Context: an optimization exercise on an open-source flow, tuned for small area, a short achievable clock period and few clock cycles per item. The choices shown serve that exercise and are no tape-out recipe. Only simulation tests tie the RTL to the original design; equivalence was not proved.

<file path="flow/run.sh">
#!/bin/bash
# synth_recipe.tcl (not shown) runs the flow's synth.tcl, then flattens the netlist and writes it again
# the make line also repeats each setting of config.mk as NAME=value (left out here)
make -C /OpenROAD-flow-scripts/flow DESIGN_CONFIG=/design/flow/config.mk WORK_HOME=/design/flow/orfs CLKGATE_MAP_FILE= SYNTH_SCRIPT=/design/flow/synth_recipe.tcl finish
</file>
<file path="flow/config.mk">
export PLATFORM = sky130hd
export DESIGN_NAME = fmul_pipe
export DESIGN_NICKNAME = fmul_pipe
export VERILOG_FILES = /design/flow/design.v
export SDC_FILE = /design/flow/constraint.sdc
export NUM_CORES = 4
export LEC_CHECK = 0
export CAP_MARGIN = 20
export CORE_MARGIN = 2
export CORE_UTILIZATION = 40
export SLEW_MARGIN = 20
</file>
<file path="flow/constraint.sdc">
create_clock -name core_clock -period 36.0 [get_ports {clk}]
set_input_delay 7.2000 -clock core_clock [delete_from_list [all_inputs] [get_ports {clk}]]
set_output_delay 7.2000 -clock core_clock [all_outputs]
set_load 0.01 [all_outputs]
</file>
<file path="flow/design.v">
module fmul_pipe #(
    parameter int EXP_W = 8,
    parameter int MAN_W = 23,
    parameter int TAG_W = 4
) (
    input  logic                   clk,
    input  logic                   rst,
    input  logic                   in_valid,
    output logic                   in_ready,
    input  logic [EXP_W+MAN_W:0]   in_a,
    input  logic [EXP_W+MAN_W:0]   in_b,
    input  logic [1:0]             in_rm,
    input  logic [TAG_W-1:0]       in_tag,
    output logic                   out_valid,
    input  logic                   out_ready,
    output logic [EXP_W+MAN_W:0]   out_res,
    output logic [4:0]             out_flags,
    output logic [TAG_W-1:0]       out_tag
);
    localparam int DW = 1 + EXP_W + MAN_W;
    localparam int EW = EXP_W + 3;
    localparam int MW = MAN_W + 1;
    localparam int PW = 2 * MW;
    localparam logic signed [EW-1:0] BIAS   = EW'((1 << (EXP_W - 1)) - 1);
    localparam logic signed [EW-1:0] EMAX   = EW'((1 << EXP_W) - 1);
    localparam logic signed [EW-1:0] SH_MAX = EW'(MAN_W + 3);
    localparam logic signed [EW-1:0] ONE    = EW'(1);
    localparam logic [1:0] RM_RNE = 2'd0;
    localparam logic [1:0] RM_RTZ = 2'd1;
    localparam logic [1:0] RM_RUP = 2'd2;
    function automatic logic round_up(input logic [1:0] rm, input logic sign,
                                      input logic lsb, input logic g, input logic r,
                                      input logic s);
        logic inc;
        case (rm)
            RM_RNE:  inc = g & (r | s | lsb);
            RM_RTZ:  inc = 1'b0;
            RM_RUP:  inc = ~sign & (g | r | s);
            default: inc = sign & (g | r | s);
        endcase
        round_up = inc;
    endfunction
    function automatic logic [DW-1:0] sat_overflow(input logic [1:0] rm, input logic sign);
        logic to_inf;
        to_inf = (rm == RM_RNE) || (rm == RM_RUP && !sign) || (rm == 2'd3 && sign);
        if (to_inf)
            sat_overflow = {sign, {EXP_W{1'b1}}, {MAN_W{1'b0}}};
        else
            sat_overflow = {sign, {(EXP_W - 1){1'b1}}, 1'b0, {MAN_W{1'b1}}};
    endfunction
    function automatic logic signed [EW-1:0] lzc(input logic [PW-1:0] v);
        logic signed [EW-1:0] n;
        logic found;
        n = '0;
        found = 1'b0;
        for (int i = PW - 1; i >= 0; i--) begin
            if (!found && !v[i])
                n = n + ONE;
            else
                found = 1'b1;
        end
        lzc = n;
    endfunction
    logic stall, adv;
    logic out_valid_q;
    assign stall    = out_valid_q & ~out_ready;
    assign adv      = ~stall;
    assign in_ready = adv;
    logic                   sa, sb;
    logic [EXP_W-1:0]       ea, eb;
    logic [MAN_W-1:0]       fa, fb;
    logic                   a_nan, b_nan, a_inf, b_inf, a_zero, b_zero;
    logic signed [EW-1:0]   ea_x, eb_x;
    logic                   vld_p1_d, sign_p1_d, spec_p1_d;
    logic [DW-1:0]          spec_res_p1_d;
    logic [4:0]             spec_flags_p1_d;
    logic [MW-1:0]          ma_p1_d, mb_p1_d;
    logic signed [EW-1:0]   exp_p1_d;
    logic                   vld_p1_q, sign_p1_q, spec_p1_q;
    logic [DW-1:0]          spec_res_p1_q;
    logic [4:0]             spec_flags_p1_q;
    logic [MW-1:0]          ma_p1_q, mb_p1_q;
    logic signed [EW-1:0]   exp_p1_q;
    logic [1:0]             rm_p1_q;
    logic [TAG_W-1:0]       tag_p1_q;
    assign {sa, ea, fa} = in_a;
    assign {sb, eb, fb} = in_b;
    always_comb begin
        a_nan  = (ea == '1) && (fa != '0);
        b_nan  = (eb == '1) && (fb != '0);
        a_inf  = (ea == '1) && (fa == '0);
        b_inf  = (eb == '1) && (fb == '0);
        a_zero = (ea == '0) && (fa == '0);
        b_zero = (eb == '0) && (fb == '0);
        vld_p1_d        = in_valid;
        sign_p1_d       = sa ^ sb;
        spec_p1_d       = 1'b1;
        spec_res_p1_d   = '0;
        spec_flags_p1_d = '0;
        if (a_nan || b_nan || (a_inf && b_zero) || (a_zero && b_inf)) begin
            spec_res_p1_d   = {1'b0, {EXP_W{1'b1}}, 1'b1, {(MAN_W - 1){1'b0}}};
            spec_flags_p1_d = 5'b00100;
        end else if (a_inf || b_inf) begin
            spec_res_p1_d   = {sa ^ sb, {EXP_W{1'b1}}, {MAN_W{1'b0}}};
        end else if (a_zero || b_zero) begin
            spec_res_p1_d   = {sa ^ sb, {(DW - 1){1'b0}}};
            spec_flags_p1_d = 5'b00001;
        end else begin
            spec_p1_d       = 1'b0;
        end
        ma_p1_d  = {ea != '0, fa};
        mb_p1_d  = {eb != '0, fb};
        ea_x     = (ea == '0) ? ONE : $signed({3'b000, ea});
        eb_x     = (eb == '0) ? ONE : $signed({3'b000, eb});
        exp_p1_d = ea_x + eb_x - BIAS;
    end
    always_ff @(posedge clk or posedge rst) begin
        if (rst) begin
            vld_p1_q <= 1'b0;
        end else if (adv) begin
            vld_p1_q <= vld_p1_d;
        end
    end
    always_ff @(posedge clk) begin
        if (adv) begin
            sign_p1_q       <= sign_p1_d;
            spec_p1_q       <= spec_p1_d;
            spec_res_p1_q   <= spec_res_p1_d;
            spec_flags_p1_q <= spec_flags_p1_d;
            ma_p1_q         <= ma_p1_d;
            mb_p1_q         <= mb_p1_d;
            exp_p1_q        <= exp_p1_d;
            rm_p1_q         <= in_rm;
            tag_p1_q        <= in_tag;
        end
    end
    logic [PW-1:0]          prod_p2_d;
    logic                   vld_p2_q, sign_p2_q, spec_p2_q;
    logic [DW-1:0]          spec_res_p2_q;
    logic [4:0]             spec_flags_p2_q;
    logic [PW-1:0]          prod_p2_q;
    logic signed [EW-1:0]   exp_p2_q;
    logic [1:0]             rm_p2_q;
    logic [TAG_W-1:0]       tag_p2_q;
    always_comb begin
        prod_p2_d = PW'(ma_p1_q) * PW'(mb_p1_q);
    end
    always_ff @(posedge clk or posedge rst) begin
        if (rst) begin
            vld_p2_q <= 1'b0;
        end else if (adv) begin
            vld_p2_q <= vld_p1_q;
        end
    end
    always_ff @(posedge clk) begin
        if (adv) begin
            sign_p2_q       <= sign_p1_q;
            spec_p2_q       <= spec_p1_q;
            spec_res_p2_q   <= spec_res_p1_q;
            spec_flags_p2_q <= spec_flags_p1_q;
            prod_p2_q       <= prod_p2_d;
            exp_p2_q        <= exp_p1_q;
            rm_p2_q         <= rm_p1_q;
            tag_p2_q        <= tag_p1_q;
        end
    end
    logic signed [EW-1:0]   lz, e_norm, sh, e_pre, e_post;
    logic [PW-1:0]          norm, shifted;
    logic                   tiny, lost, g, r, s, inc, inexact, ovf;
    logic [MW-1:0]          mant;
    logic [MW:0]            mant_r;
    logic [MAN_W-1:0]       frac;
    logic [DW-1:0]          out_res_d, out_res_q;
    logic [4:0]             out_flags_d, out_flags_q;
    logic [TAG_W-1:0]       out_tag_q;
    always_comb begin
        lz      = lzc(prod_p2_q);
        e_norm  = exp_p2_q + ONE - lz;
        norm    = prod_p2_q << lz;
        tiny    = (e_norm < ONE);
        sh      = ONE - e_norm;
        shifted = norm;
        lost    = 1'b0;
        if (tiny) begin
            if (sh >= SH_MAX) begin
                shifted = '0;
                lost    = |norm;
            end else begin
                shifted = norm >> sh;
                lost    = |(norm & ~({PW{1'b1}} << sh));
            end
        end
        mant   = shifted[PW-1:MW];
        g      = shifted[MW-1];
        r      = shifted[MW-2];
        s      = (|shifted[MW-3:0]) | lost;
        inc    = round_up(rm_p2_q, sign_p2_q, mant[0], g, r, s);
        mant_r = {1'b0, mant} + (MW + 1)'(inc);
        e_pre  = tiny ? '0 : e_norm;
        e_post = e_pre;
        frac   = mant_r[MAN_W-1:0];
        if (mant_r[MW]) begin
            e_post = e_pre + ONE;
            frac   = mant_r[MAN_W:1];
        end else if (tiny && mant_r[MAN_W]) begin
            e_post = ONE;
        end
        inexact = g | r | s;
        ovf     = (e_post >= EMAX);
        if (spec_p2_q) begin
            out_res_d   = spec_res_p2_q;
            out_flags_d = spec_flags_p2_q;
        end else if (ovf) begin
            out_res_d   = sat_overflow(rm_p2_q, sign_p2_q);
            out_flags_d = 5'b10010;
        end else begin
            out_res_d   = {sign_p2_q, e_post[EXP_W-1:0], frac};
            out_flags_d = {1'b0, tiny & inexact, 1'b0, inexact, e_post == '0};
        end
    end
    always_ff @(posedge clk or posedge rst) begin
        if (rst) begin
            out_valid_q <= 1'b0;
            out_res_q   <= '0;
            out_flags_q <= '0;
            out_tag_q   <= '0;
        end else if (adv) begin
            out_valid_q <= vld_p2_q;
            out_res_q   <= out_res_d;
            out_flags_q <= out_flags_d;
            out_tag_q   <= tag_p2_q;
        end
    end
    assign out_valid = out_valid_q;
    assign out_res   = out_res_q;
    assign out_flags = out_flags_q;
    assign out_tag   = out_tag_q;
endmodule
</file>
==> key figures <==
Clocking
  • TritonCTS buffer count: 17
  • H-tree depth: 4
  • CTS Root Buffer Type: clkbuf_16
  • CTS Sinks: 184
  • Clock-pin slew on the worst setup and hold paths: 0.08 ns
  • Skew-Pair Late Insertion Delay: 0.47 ns
  • Hold-fix buffers, CTS: 0
  • CTS tree: done
  • Worst-case clock buffer depth: 2

Yosys
  • Count leader, synth: nand2_1
  • Syn Inst Count: 5394
  • Total nets after synthesis: 6211
  • Post-synthesis sequential area ratio: 0.120
  • Post-synth top flop: edfxtp_1
  • Library cells used by synthesis: 119
  • Syn Std Cell Area: 44200 µm²
  • Synth area leader: fa_1
  • Top-area cell type share of the netlist area: 0.219
  • Synthesized flop and latch total: 184
  • Avg Cell Area, Syn: 8.19 µm²
  • Fraction of registers with async set/reset: 0.239
  • Ys Warns: 1
  • Post-synth EDFFs: 140
  • Top post-synthesis cells by count: 741 x nand2_1, 599 x inv_1, 484 x fa_1, 393 x nor2_1, 259 x ha_1
  • Largest cells by area after synthesis: fa_1 22%, edfxtp_1 9.5%, ha_1 7.3%, nand2_1 6.3%, inv_1 5.1%

STA
  • Final setup margin: 1.51 ns
  • Final min period: 34.49 ns
  • Slew @ Worst Pin: 1.30 ns
  • Hold WS: 0.424 ns
  • Worst slew margin: 0.132
  • Post-route clock period utilization: 0.958
  • Final Max Slew Viols: 0
  • Setup violators final: 0
  • Max Freq: 0.0290 GHz
  • Setup Skew: 0.0202 ns
  • Hold Vio Cnt, Final: 0

Floorplan
  • Initial Util: 0.405
  • Die height: 336 µm
  • IO Pins: 117
  • DIE AREA: 113000 µm²
  • Core Rows: 121
  • Die Width: 336 µm
  • Core footprint: 109000 µm²

Drt
  • Remaining antenna violation count: 0
  • Via count: 40000
  • DR DRC count: 0
  • Pre-Repair DR Iteration Count: 6
  • DR WL/cell: 21.3 µm
  • Initial DRC count: 3270
  • Detailed-route vias per instance: 5.73
  • Detailed Route WL: 148000 µm

Setup path
  • Crit. End Element: register
  • R2R Setup Slk: 1.51 ns
  • Top cell family by delay on the critical path: adder cells
  • Critical Path RT: 36.36 ns
  • CP most frequent cell: ha_1
  • CP arrival: 34.84 ns
  • CP max stage cell: or4_4
  • Critical R2R Launch: prod_p2_q[46]
  • Max incr delay on CP: 0.54 ns
  • CP Buf/Inv Count: 6
  • Worst Path Max Fanout: 9
  • Reg2reg end: out_res_q[4]
  • Critical path class: reg2reg
  • Worst r2r path cells: 187
  • Element type at the critical path start: register

Worst hold path
  • Min-delay worst type: reg2reg
  • HP Start: rm_p1_q[0]
  • Worst Hold Path Cells: 0
  • Hold Crit Endpoint: rm_p2_q[0]

Outcome
  • Status: complete, no violations

GRT
  • GRT Overall Usage: 0.259
  • Largest net degree at the start of global routing: 85
  • GRT Residual Overflow: 0
  • Initial antenna violation count: 3
  • First-pass GRT wire length: 229000 µm
  • Number of global-route vias before repair: 39400

Placement
  • GPL Wtd Cong: 0.966
  • Setup Slack @ Placement: -0.840 ns
  • Port Buffers: 116
  • Hpwl dp: 115000 µm

Cells and area
  • # fillers: 10900
  • Area Overhead vs Synth: 11.8%
  • # nets final: 6293
  • Share of cells above drive strength 1: 0.0989

Run
  • Max-Cap Viols: 0
## cell families after synthesis
family	share of synthesized area
compound gates	0.151
flops	0.120
simple gates	0.218
buf+inv	0.0768
xor+xnor	0.0839
mux	0.0568
fa+ha+maj	0.294
## area by class of cell
| class | instances | area (µm²) | share of cell area |
|---|---|---|---|
| Clock buffer | 18 | 429 | 0.00870 |
| Timing Repair Buffer | 350 | 2990 | 0.0605 |
| Sequential cell | 184 | 5310 | 0.107 |
| Clock inverter | 14 | 160 | 0.00324 |
| Inverter | 606 | 2280 | 0.0463 |
| Tap cell | 1476 | 1850 | 0.0374 |
| Antenna cell | 3 | 7.51 | 0.000152 |
| Multi-Input combinational cell | 4317 | 36300 | 0.736 |
## sequential cells by signal, summed over array words and instances (netlist names), 2 cells and up
name	flops
rm_p2_q	2
prod_p2_q	48
exp_p1_q	10
out_res_q	32
out_flags_q	5
tag_p2_q	4
tag_p1_q	4
spec_res_p1_q	3
rm_p1_q	2
mb_p1_q	24
spec_res_p2_q	3
exp_p2_q	10
out_tag_q	4
ma_p1_q	24
## stage by stage
step / TNS, ns / instances / util / area, µm²
floorplan: 0 / 5394 / - / 44200
global placement: 0 / 6893 / 0.436 / 47600
detailed placement: -24.40 / 6894 / 0.436 / 47600
CTS: 0 / 6928 / 0.443 / 48300
global route: -4.90 / 6966 / 0.452 / 49300
finish: 0 / 6968 / 0.452 / 49400
## cell usage in the layout, fill, tap and decap left out, types with 151 or more instances in the layout
cell type,netlist,layout
nand2_1,741,733
inv_1,599,594
fa_1,484,484
nor2_1,393,386
a21oi_1,256,248
ha_1,259,237
and2_1,236,234
buf_4,2,223
xnor2_1,223,212
mux2i_1,162,157
o21ai_0,171,151
## how the worst max path moves through the flow
stage / startpoint / end / depth (start not counted)
2_1_floorplan: prod_p2_q[46] / out_res_q[10] / 194
3_3_place_gp: prod_p2_q[46] / out_res_q[4] / 184
3_5_place_dp: prod_p2_q[46] / out_res_q[4] / 184
4_1_cts: prod_p2_q[46] / out_res_q[16] / 185
5_1_grt: prod_p2_q[46] / out_res_q[16] / 190
6_report: prod_p2_q[46] / out_res_q[4] / 187
## per-layer routing
metal  track usage  routed length (µm)  up-vias
met2         0.427               69100     1381
met5             0                   0        -
li1              -                   -    18500
met4        0.0691                3710        0
met1         0.360               66600    19800
met3        0.0285                8920      219
## repair_timing
item,4_1_cts,5_1_grt
pin swaps,1,65
resized for setup,21,143
hold endpoints to repair,0,0
buffers inserted,2,36
gates cloned,0,1
endpoints found under the setup margin,34,35
Testbench counts, summed over its fixed seeds: cycles 32,024, items 32,000.

[port drivers added, routing unchanged]
Ports are ideal in the flow. The routed layout listed here was re-timed in OpenROAD. Step 1 (the two cells are an assumption about what drives the block):
set clk [get_ports {clk}]
set_driving_cell -lib_cell sky130_fd_sc_hd__clkbuf_16 $clk
set_driving_cell -lib_cell sky130_fd_sc_hd__buf_2 [delete_from_list [all_inputs] $clk]
Step 2, shift: input delay + t, output delay - t, t = (earliest + latest rising clock arrival at the registers) / 2. This alone moves slack from input paths to output paths. Three values: ideal, step 1, step 2; two values: the first two.
t, ns: 0.518
setup slack, ns: 1.513 / 1.513 / 1.513
clock arrival spread, ns: 0.020 / 0.021
worst data-port slew with drivers (ns): 0.08
After both steps this run still meets setup and hold. For this run, drivers alone change the setup slack by 0.000 ns; drivers and shift together by 0.000 ns.
